What follows belongs to an exercise in optimizing a design on an open flow for small area and a short achievable clock period; a production flow would make more cautious choices. Where RTL was checked, it was by simulation tests only, not by an equivalence proof against the original. The clock input has no modelled driver; a real chip could not lean on it and would need a root buffer or a full tree. No activity file was given, so power comes from the tool's default toggle rates.

before:
==> module exp_result_pack, before the edit <==
module exp_result_pack
(
    input  logic [7:0]  e_pre,       
    input  logic [6:0]  bh,          
    input  logic [3:0]  dip,         
    input  logic [1:0]  inc,         
    input  logic        sgn,
    input  logic        f_nan,       
    input  logic        sat_def,     
    input  logic        sat_edge,    
    output logic [15:0] res
);
    localparam int bf16_man_w = 7;        
    localparam int bf16_bias  = 127;
    localparam logic [7:0] exp_tiny = 8'd118;    
    localparam logic [7:0] exp_huge = 8'd134;    
    localparam logic [15:0] bf16_one  = 16'h3f80;
    localparam logic [15:0] bf16_pinf = 16'h7f80;
    localparam logic [15:0] bf16_qnan = 16'h7fc0;
    localparam logic [15:0] bf16_zero = 16'h0000;
    localparam int frac_w  = 16;
    localparam int fix_w   = 8 + frac_w;      
    localparam int unit_w  = frac_w + 1;      
    localparam int shift_w = 10;              
    localparam logic [unit_w-1:0] log2e_fix = 17'h17154;     
    localparam logic [unit_w-1:0] ln2_fix   = 17'h0b172;     
    localparam logic [unit_w-1:0] one_fix   = 17'h10000;
    logic [7:0]  g;          
    logic [14:0] sum;
    logic        carry;
    logic        sat;
    assign g     = {1'b0, bh} - {4'b0, dip} + {7'b0, inc[1]} + {7'b0, inc[0]};
    assign carry = g[7];
    assign sum   = {e_pre + {7'b0, carry}, g[6:0]};
    assign sat   = sat_def || (sat_edge && (carry ^ sgn));
    always_comb
    begin
        if (f_nan)
            res = bf16_qnan;
        else if (sat)
            res = sgn ? bf16_zero : bf16_pinf;
        else
            res = {1'b0, sum};
    end
endmodule
==> module exp_bf16_top, before the edit <==
module exp_bf16_top
(
    input  logic        clk,
    input  logic        rst,
    input  logic        valid_i,
    input  logic [15:0] data_i,
    output logic        valid_o,
    output logic [15:0] data_o
);
    localparam int bf16_man_w = 7;        
    localparam int bf16_bias  = 127;
    localparam logic [7:0] exp_tiny = 8'd118;    
    localparam logic [7:0] exp_huge = 8'd134;    
    localparam logic [15:0] bf16_one  = 16'h3f80;
    localparam logic [15:0] bf16_pinf = 16'h7f80;
    localparam logic [15:0] bf16_qnan = 16'h7fc0;
    localparam logic [15:0] bf16_zero = 16'h0000;
    localparam int frac_w  = 16;
    localparam int fix_w   = 8 + frac_w;      
    localparam int unit_w  = frac_w + 1;      
    localparam int shift_w = 10;              
    localparam logic [unit_w-1:0] log2e_fix = 17'h17154;     
    localparam logic [unit_w-1:0] ln2_fix   = 17'h0b172;     
    localparam logic [unit_w-1:0] one_fix   = 17'h10000;
    logic [4:0] v;       
    always_ff @(posedge clk)
    begin
        if (rst)
            v <= '0;
        else
            v <= {v[3:0], valid_i};
    end
    assign valid_o = v[4];
    logic [15:0] d1;
    always_ff @(posedge clk)
        d1 <= data_i;
    logic        sgn;
    logic [7:0]  exp_b;
    logic [6:0]  man;
    logic [22:0] pp_c;
    assign sgn   = d1[15];
    assign exp_b = d1[14:7];
    assign man   = d1[6:0];
    exp_range_reduce i_reduce
    (
        .sgn (sgn),
        .man (man),
        .pp  (pp_c)
    );
    logic        s2;
    logic        nan2;
    logic        sat2;
    logic        one2;
    logic [3:0]  sh2;
    logic [22:0] pp2;
    always_ff @(posedge clk)
    begin
        s2   <= sgn;
        nan2 <= exp_b == 8'hff && man != '0;
        sat2 <= exp_b >= exp_huge;
        one2 <= exp_b < exp_tiny;
        sh2  <= exp_b[3:0] - 4'd6;       
        pp2  <= pp_c;
    end
    logic [22:0] px_c;       
    logic [37:0] q_c;
    logic [21:0] t_c;        
    assign px_c = pp2 ^ {23{s2}};
    assign q_c  = {{15{s2}}, px_c} << sh2;
    assign t_c  = q_c[37:16];
    logic        s3;
    logic        nan3;
    logic        one3;
    logic [6:0]  f3_hi;      
    logic [6:0]  f3_lo;      
    logic [7:0]  n3;         
    always_ff @(posedge clk)
    begin
        s3    <= s2 && !one2;
        nan3  <= nan2;
        one3  <= one2;
        f3_hi <= t_c[13:7];
        f3_lo <= one2 ? 7'd0 : t_c[6:0];
        n3    <= one2 ? 8'd0 : sat2 ? {8{!s2}} : t_c[21:14];
    end
    logic [6:0]  fh_c;
    logic [3:0]  dip_c;
    logic [6:0]  thr1_c;
    logic [6:0]  thr2_c;
    assign fh_c = f3_hi & ~{7{one3}};
    exp_horner_stage i_tab
    (
        .f_hi (fh_c),
        .dip  (dip_c),
        .thr1 (thr1_c),
        .thr2 (thr2_c)
    );
    logic        s4;
    logic        nan4;
    logic [6:0]  bh4;
    logic [3:0]  dip4;
    logic [1:0]  inc4;
    logic [7:0]  e4;
    logic        sat_def4;
    logic        sat_edge4;
    always_ff @(posedge clk)
    begin
        s4        <= s3;
        nan4      <= nan3;
        bh4       <= fh_c;
        dip4      <= dip_c;
        inc4      <= {f3_lo > thr2_c, f3_lo > thr1_c};
        e4        <= n3 + 8'(bf16_bias);
        sat_def4  <= s3 ? n3 <= 8'd128 : n3 >= 8'd128;
        sat_edge4 <= s3 ? n3 == 8'd129 : n3 == 8'd127;
    end
    logic [15:0] res_c;
    exp_result_pack i_pack
    (
        .e_pre    (e4),
        .bh       (bh4),
        .dip      (dip4),
        .inc      (inc4),
        .sgn      (s4),
        .f_nan    (nan4),
        .sat_def  (sat_def4),
        .sat_edge (sat_edge4),
        .res      (res_c)
    );
    always_ff @(posedge clk)
        data_o <= res_c;
endmodule
==> flow/config.mk <==
export PLATFORM = sky130hd
export DESIGN_NAME = exp_bf16_top
export DESIGN_NICKNAME = exp_bf16_top
export VERILOG_FILES = /design/flow/design.v
export SDC_FILE = /design/flow/constraint.sdc
export NUM_CORES = 4
export LEC_CHECK = 0
export ABC_AREA = 1
export CAP_MARGIN = 20
export CORE_MARGIN = 2
export CORE_UTILIZATION = 60
export CTS_BUF_LIST = sky130_fd_sc_hd__clkbuf_8
export CTS_CLUSTER_SIZE = 30
export SLEW_MARGIN = 20
==> flow/constraint.sdc <==
create_clock -name core_clock -period 11.5 [get_ports {clk}]
set_input_delay 2.3000 -clock core_clock [delete_from_list [all_inputs] [get_ports {clk}]]
set_output_delay 2.3000 -clock core_clock [all_outputs]
set_load 0.01 [all_outputs]
standard.sh (not shown) runs the stock make flow with config.mk's settings and CLKGATE_MAP_FILE= SYNTH_SCRIPT=/design/flow/synth_recipe.tcl, a recipe that flattens the netlist after the stock synthesis.
==> flow/flow/run.sh <==
#!/bin/bash
# The standard layout, with three changes to how it is made (the clock
# period and every constraint stay the design's):
# - repair_timing aims for more setup slack than the design's period leaves;
# - the ports get plain buffers instead of delay cells;
# - the clock network is four clock buffers fed by the clock port, one per
#   quarter of the registers, instead of TritonCTS's two-level H-tree
#   (flow/clock_pre_cts.tcl).
set -euo pipefail
here=$(pwd)
bash standard.sh SETUP_SLACK_MARGIN=8.6 \
  "BUFFER_PORTS_ARGS=-buffer_cell sky130_fd_sc_hd__buf_1" \
  "PRE_CTS_TCL=$here/flow/clock_pre_cts.tcl" \
  finish > standard_flow.log 2>&1
==> flow/flow/clock_pre_cts.tcl <==
# Clock network in place of TritonCTS: the clock port drives four
# clkbuf_16, one per quarter of the registers (split at the median x, then
# at the median y of each half), each placed at the centre of its
# registers. Every register is one buffer away from the port, so the
# clock arrives at them all alike. Sourced by ORFS's cts.tcl as
# PRE_CTS_TCL; clock_tree_synthesis is then skipped, and the rest of
# cts.tcl (legalisation, repair_timing) runs as usual.
set block [ord::get_db_block]
set db [ord::get_db]
set clknet [$block findNet clk]
set master [$db findMaster sky130_fd_sc_hd__clkbuf_16]
set sinks {}
foreach it [$clknet getITerms] {
  set b [[$it getInst] getBBox]
  lappend sinks [list $it [expr {([$b xMin] + [$b xMax]) / 2}] [expr {([$b yMin] + [$b yMax]) / 2}]]
}
proc halves {items idx} {
  set s [lsort -integer -index $idx $items]
  set h [expr {[llength $s] / 2}]
  return [list [lrange $s 0 [expr {$h - 1}]] [lrange $s $h end]]
}
set groups {}
foreach half [halves $sinks 1] {
  foreach q [halves $half 2] { lappend groups $q }
}
set k 0
foreach g $groups {
  set sx 0; set sy 0
  foreach s $g { set sx [expr {$sx + [lindex $s 1]}]; set sy [expr {$sy + [lindex $s 2]}] }
  set n [llength $g]
  set inst [odb::dbInst_create $block $master clkbuf_q$k]
  $inst setLocation [expr {$sx / $n}] [expr {$sy / $n}]
  $inst setPlacementStatus PLACED
  set net [odb::dbNet_create $block clknet_q$k]
  $net setSigType CLOCK
  [$inst findITerm A] connect $clknet
  [$inst findITerm X] connect $net
  foreach s $g { set it [lindex $s 0]; $it disconnect; $it connect $net }
  puts "clock buffer clkbuf_q$k: $n registers"
  incr k
}
proc clock_tree_synthesis {args} {
  puts "clock_tree_synthesis skipped: the clock network was built by clock_pre_cts.tcl"
}
before: no failed stages, no open violations at the end
Setup changes, before to after
-- flow/design.v --
<<< before, line 209
module exp_result_pack
(
    input  logic [7:0]  e_pre,       
    input  logic [6:0]  bh,          
    input  logic [3:0]  dip,         
>>> after, line 209
module exp_result_pack
(
    input  logic [7:0]  n,           
    input  logic [6:0]  bh,          
    input  logic [3:0]  dip,         
<<< before, line 235
    localparam logic [unit_w-1:0] one_fix   = 17'h10000;
    logic [7:0]  g;          
    logic [14:0] sum;
    logic        carry;
>>> after, line 235
    localparam logic [unit_w-1:0] one_fix   = 17'h10000;
    logic [7:0]  g;          
    logic [8:0]  e_sum;
    logic [14:0] sum;
    logic        carry;
<<< before, line 240
    assign g     = {1'b0, bh} - {4'b0, dip} + {7'b0, inc[1]} + {7'b0, inc[0]};
    assign carry = g[7];
    assign sum   = {e_pre + {7'b0, carry}, g[6:0]};
    assign sat   = sat_def || (sat_edge && (carry ^ sgn));
    always_comb
>>> after, line 241
    assign g     = {1'b0, bh} - {4'b0, dip} + {7'b0, inc[1]} + {7'b0, inc[0]};
    assign carry = g[7];
    assign e_sum = {n, 1'b1} + {8'(bf16_bias), carry};
    assign sum   = {e_sum[8:1], g[6:0]};
    assign sat   = sat_def || (sat_edge && (carry ^ sgn));
    always_comb
<<< before, line 356
    logic [3:0]  dip4;
    logic [1:0]  inc4;
    logic [7:0]  e4;
    logic        sat_def4;
    logic        sat_edge4;
>>> after, line 358
    logic [3:0]  dip4;
    logic [1:0]  inc4;
    logic [7:0]  e4;         
    logic        sat_def4;
    logic        sat_edge4;
<<< before, line 366
        dip4      <= dip_c;
        inc4      <= {f3_lo > thr2_c, f3_lo > thr1_c};
        e4        <= n3 + 8'(bf16_bias);
        sat_def4  <= s3 ? n3 <= 8'd128 : n3 >= 8'd128;
        sat_edge4 <= s3 ? n3 == 8'd129 : n3 == 8'd127;
>>> after, line 368
        dip4      <= dip_c;
        inc4      <= {f3_lo > thr2_c, f3_lo > thr1_c};
        e4        <= n3;
        sat_def4  <= s3 ? n3 <= 8'd128 : n3 >= 8'd128;
        sat_edge4 <= s3 ? n3 == 8'd129 : n3 == 8'd127;
<<< before, line 373
    exp_result_pack i_pack
    (
        .e_pre    (e4),
        .bh       (bh4),
        .dip      (dip4),
>>> after, line 375
    exp_result_pack i_pack
    (
        .n        (e4),
        .bh       (bh4),
        .dip      (dip4),
[summary]
Summary of after over before: setup slack -3.4 ps, clock share of power +0.5 points, global routing usage summed across all routing layers +0.48 points, post-synthesis net count -9. Diff before -> after | total routed wirelength | increase of 0.94%. Compared with before, after shows a final critical delay including setup and external delays that is 3.4 ps higher.
No functional check of the RTL was part of after. No run of this note takes its clock network from TritonCTS; it comes from the design's own scripts or RTL.

==> static timing again, ports no longer ideal <==
The flow's constraints put no driver on any port. The routed layouts listed below were extracted and timed again, unchanged, in two steps.
Step 1, drivers: a clkbuf_16 drives clk and a buf_2 each remaining input, both assumed.
Step 2 also shifts input and output timing later by t, the mid clock arrival at the registers, as if the neighbouring blocks saw the same clock.
Three values: ideal ports, drivers, drivers and shift; two values: the first two.
| run | shift t [ns] | setup slack, ns | worst setup path after step 2 |
|---|---|---|---|
| before | 0.244 | 8.592 / 8.507 / 8.716 | register to register |
| after | 0.245 | 8.588 / 8.506 / 8.648 | register to register |
After both steps every run listed still meets setup and hold.
